Background: an optimization exercise with open tools, aiming at a short achievable clock period and few clock cycles per item. Do not read the settings as production practice. Where RTL was checked, it was by simulation tests only, not by an equivalence proof against the original. No driver is modelled on the clock port, so clock power and skew are understated where the tree is cut down; a real chip needs a root buffer or a tree. Power is estimated from default activity; no workload was simulated.

## axi_wr_slave
module axi_wr_slave (
    input  wire logic                  clk,
    input  wire logic                  rst_n,
    input  wire axi_wr_pkg::aw_cmd_t   aw,
    input  wire logic                  aw_valid,
    output logic                       aw_ready,
    input  wire axi_wr_pkg::w_beat_t   w,
    input  wire logic                  w_valid,
    output logic                       w_ready,
    output axi_wr_pkg::b_resp_t        b,
    output logic                       b_valid,
    input  wire logic                  b_ready,
    output axi_wr_pkg::mem_wr_t        mem,
    output logic                       mem_we,
    input  wire logic                  mem_ready
);
For scale: roughly 1,500 cells after synthesis, roughly 530 flip-flops, roughly 180 I/O pins, ~21,000 µm² of cells after synthesis.
==> module burst_engine, before the edit <==
module burst_engine (
    input  wire logic                      clk,
    input  wire logic                      rst_n,
    input  wire axi_wr_pkg::aw_cmd_t       cmd,
    input  wire logic                      cmd_nempty,
    output logic                           cmd_pop,
    input  wire axi_wr_pkg::w_beat_t       beat,
    input  wire axi_wr_pkg::w_beat_t       beat2,
    input  wire logic [1:0]                beat_occ,
    output logic                           beat_pop,
    output axi_wr_pkg::mem_wr_t            mem,
    output logic                           mem_we,
    input  wire logic                      mem_ready,
    input  wire logic                      can_start,
    output logic                           start,
    output logic                           resp_push,
    output logic                           resp_size_err,
    output logic [axi_wr_pkg::ID_W-1:0]    resp_id
);
    localparam int PB = axi_wr_pkg::PAGE_BIT;
    localparam int AW = axi_wr_pkg::ADDR_W;
    localparam int DW = axi_wr_pkg::DESC_W;
    logic                              act_q;
    logic [axi_wr_pkg::ID_W-1:0]       id_q;
    logic [AW-1:0]                     addr_q;
    logic [axi_wr_pkg::LEN_W-1:0]      rem_q;
    logic                              rz_q;
    logic [6:0]                        mask_q;
    logic                              fixed_q;
    logic                              serr_q;
    logic [6:0]                        dec_mask;
    logic                              dec_fixed;
    logic                              dec_serr;
    axi_wr_pkg::beat_desc_t            desc_in;
    axi_wr_pkg::beat_desc_t            desc;
    axi_wr_pkg::beat_desc_t            desc2;
    logic [axi_wr_pkg::D_DEPTH-1:0]    desc_occ;
    logic                              desc_ready;
    axi_wr_pkg::mem_wr_t               mem_q;
    axi_wr_pkg::mem_wr_t               mem_cur;
    axi_wr_pkg::mem_wr_t               mem_next;
    logic                              mem_we_q;
    logic                              write;
    logic                              pres_q;
    logic                              we_nxt;
    logic                              desc_pop;
    logic                              fire;
    logic                              fire_q;
    logic [axi_wr_pkg::ID_W-1:0]       pid_q;
    logic                              pserr_q;
    logic                              gen;
    logic                              load;
    logic [PB-1:0]                     filled;
    logic [PB-1:0]                     stepped;
    logic [7:0]                        size_bit;
    logic                              next_carry;
    logic                              load_carry;
    logic                              carry_q;
    aw_decode u_aw_decode (
        .cmd      (cmd),
        .mask     (dec_mask),
        .fixed    (dec_fixed),
        .size_err (dec_serr)
    );
    assign gen     = act_q && desc_ready;
    assign load    = cmd_nempty && can_start && (!act_q || (gen && rz_q));
    assign start   = load;
    assign cmd_pop = load;
    assign filled     = addr_q[PB-1:0] | {5'd0, mask_q};
    assign stepped    = filled + 1'b1;
    assign size_bit   = {1'b0, mask_q} ^ {mask_q, 1'b1};
    assign next_carry = (&(addr_q[PB-1:0] | {4'd0, mask_q, 1'b1})) &&
                        !(|(addr_q[7:0] & size_bit));
    assign load_carry = &(cmd.addr[PB-1:0] | {5'd0, dec_mask});
    always_ff @(posedge clk or negedge rst_n) begin
        if (!rst_n) act_q <= 1'b0;
        else if (load) act_q <= 1'b1;
        else if (gen && rz_q) act_q <= 1'b0;
    end
    always_ff @(posedge clk) begin
        if (load) begin
            id_q    <= cmd.id;
            addr_q  <= cmd.addr;
            rem_q   <= cmd.len;
            rz_q    <= (cmd.len == 8'd0);
            mask_q  <= dec_mask;
            fixed_q <= dec_fixed;
            serr_q  <= dec_serr;
            carry_q <= load_carry;
        end else if (gen) begin
            rem_q <= rem_q - 1'b1;
            rz_q  <= (rem_q == 8'd1);
            if (fixed_q) begin
                addr_q[PB-1:0] <= addr_q[PB-1:0] & ~{5'd0, mask_q};
            end else if (!carry_q) begin
                addr_q[PB-1:0] <= stepped;
                carry_q        <= next_carry;
            end
        end
    end
    always_comb begin
        desc_in.id   = id_q;
        desc_in.addr = addr_q;
        desc_in.last = rz_q;
        desc_in.serr = serr_q;
    end
    peek_fifo #(
        .WIDTH (DW),
        .DEPTH (axi_wr_pkg::D_DEPTH)
    ) u_desc_fifo (
        .clk    (clk),
        .rst_n  (rst_n),
        .push   (gen),
        .din    (desc_in),
        .ready  (desc_ready),
        .pop    (desc_pop),
        .head   (desc),
        .head2  (desc2),
        .occ    (desc_occ)
    );
    assign write    = pres_q && mem_ready;
    assign beat_pop = write && beat_occ[0];
    assign desc_pop = write && desc_occ[0];
    assign fire     = desc_pop && desc.last;
    assign mem           = mem_q;
    assign mem_we        = mem_we_q;
    assign resp_push     = fire_q;
    assign resp_size_err = pserr_q;
    assign resp_id       = pid_q;
    always_comb begin
        mem_cur.id    = desc.id;
        mem_cur.addr  = desc.addr;
        mem_cur.data  = beat.data;
        mem_cur.strb  = beat.strb;
        mem_cur.last  = beat.last;
        mem_next.id   = desc2.id;
        mem_next.addr = desc2.addr;
        mem_next.data = beat2.data;
        mem_next.strb = beat2.strb;
        mem_next.last = beat2.last;
    end
    always_ff @(posedge clk or negedge rst_n) begin
        if (!rst_n) begin
            mem_we_q <= 1'b0;
            fire_q   <= 1'b0;
        end else begin
            mem_we_q <= we_nxt;
            fire_q   <= fire;
        end
    end
    assign we_nxt = write ? (desc_occ[1] && beat_occ[1]) : (desc_occ[0] && beat_occ[0]);
    always_ff @(posedge clk) begin
        pres_q <= we_nxt;
        mem_q  <= write ? mem_next : mem_cur;
        if (fire) begin
            pid_q   <= desc.id;
            pserr_q <= desc.serr;
        end
    end
endmodule
Settings: LEC_CHECK=0, ABC_CLOCK_PERIOD_IN_PS=1800, CAP_MARGIN=20, CORE_MARGIN=2, CORE_UTILIZATION=55, GPL_TIMING_DRIVEN=1, PLACE_DENSITY=0.55, SETUP_SLACK_MARGIN=3.6, SLEW_MARGIN=20; clock period 5.5 ns.
standard.sh (not shown) runs the stock make flow with config.mk's settings and CLKGATE_MAP_FILE= SYNTH_SCRIPT=/design/flow/synth_recipe.tcl, a recipe that flattens the netlist after the stock synthesis.
==> flow/flow/run.sh <==
#!/bin/bash
# Standard synthesis and layout with three changes:
# - the clock tree: the clock port feeds four first-level clock buffers,
#   each feeding a share of 24 leaf buffers placed at the centres of
#   flip-flop clusters, so every flip-flop sees two clock buffers
#   (balanced, lower insertion delay than the stock H-tree);
# - sizing may change a cell's footprint (MATCH_CELL_FOOTPRINT=0);
# - port buffering and timing repair do not use delay cells (nodly.tcl).
# Each step's full output goes to a log of its own here.
set -euo pipefail
here=$(pwd)
nd="$here/flow/nodly.tcl"
hooks=(MATCH_CELL_FOOTPRINT=0 PRE_FLOORPLAN_TCL="$nd" PRE_GLOBAL_PLACE_TCL="$nd"
       PRE_RESIZE_TCL="$nd" PRE_REPAIR_TIMING_POST_PLACE_TCL="$nd" PRE_DETAIL_PLACE_TCL="$nd"
       PRE_GLOBAL_ROUTE_TCL="$nd" PRE_DETAIL_ROUTE_TCL="$nd")
bash standard.sh synth > "$here/log_1_synth.log" 2>&1
bash standard.sh "${hooks[@]}" floorplan place > "$here/log_2_place.log" 2>&1
bash standard.sh "${hooks[@]}" PRE_CTS_TCL="$here/flow/cts_tree.tcl" cts > "$here/log_3_cts.log" 2>&1
bash standard.sh "${hooks[@]}" finish > "$here/log_4_finish.log" 2>&1
Other scripts of this flow, unchanged in this note and not shown: flow/flow/cts_tree.tcl, flow/flow/nodly.tcl, flow/flow/outfix.tcl
Testbench counts at the start, summed over its fixed seeds: cycles 14,376, beats 13,386.
Next try:
--- a/flow/design.v
+++ b/flow/design.v
@@ -271,11 +271,15 @@
     assign gen     = act_q && desc_ready;
     assign load    = cmd_nempty && can_start && (!act_q || (gen && rz_q));
     assign start   = load;
     assign cmd_pop = load;
     assign filled     = addr_q[PB-1:0] | {5'd0, mask_q};
-    assign stepped    = filled + 1'b1;
+    always_comb begin
+        for (int i = 0; i < PB; i++) begin
+            stepped[i] = filled[i] ^ (&(filled | ~PB'((1 << i) - 1)));
+        end
+    end
     assign size_bit   = {1'b0, mask_q} ^ {mask_q, 1'b1};
     assign next_carry = (&(addr_q[PB-1:0] | {4'd0, mask_q, 1'b1})) &&
                         !(|(addr_q[7:0] & size_bit));
     assign load_carry = &(cmd.addr[PB-1:0] | {5'd0, dec_mask});
     always_ff @(posedge clk or negedge rst_n) begin
The changed run passed the timing, design-rule and antenna checks; die area goes down slightly; cell area falls by a few percent; final cell count came out lower by a few percent; setup slack loses 0.0096 ns; critical path depth is unchanged; total power came out lower by a few percent; hold slack is worse by 0.0047 ns; global-route usage goes down by 2.6 points; maximum frequency drops slightly; utilization goes down by 1.0 points; clock power hardly moves; routed wire length goes down by roughly a tenth; first-iteration DRC count falls by roughly a tenth; synthesized cell count fell slightly.
Only the layout flow was run in the second run of this note; the RTL was not checked for function there. No run of this note takes its clock network from TritonCTS; it comes from the design's own scripts or RTL.

port drivers added, routing unchanged:
How much do the figures lean on ideal ports? The routed layouts below were timed once more, with nothing changed but the port constraints.
Step 1: set_driving_cell puts a clkbuf_16 on clk and a buf_2 on each other input, an assumption about the parent block.
Step 2 moves the port delays by t, midway between the first and last clock arrival at a register: inputs arrive t later, outputs are due t later. That takes back most of the time a late clock gives input paths.
Slacks: no drivers / after step 1 / after step 2; pairs: no drivers / after step 1.
| run | shift t [ns] | setup slack, ns | worst setup path at the end | latest minus earliest clock arrival (ns) | worst slew at a driven data input, ns |
|---|---|---|---|---|---|
| the first run | 0.477 | 3.535 / 3.418 / 3.219 | input to register | 0.029 / 0.029 | 0.09 |
| the second run | 0.461 | 3.525 / 3.412 / 3.286 | input to register | 0.043 / 0.043 | 0.11 |
After both steps every run listed still meets setup and hold. The setup slack of the first run, which loses most, moves by -0.117 ns with the drivers and by -0.316 ns with both steps.
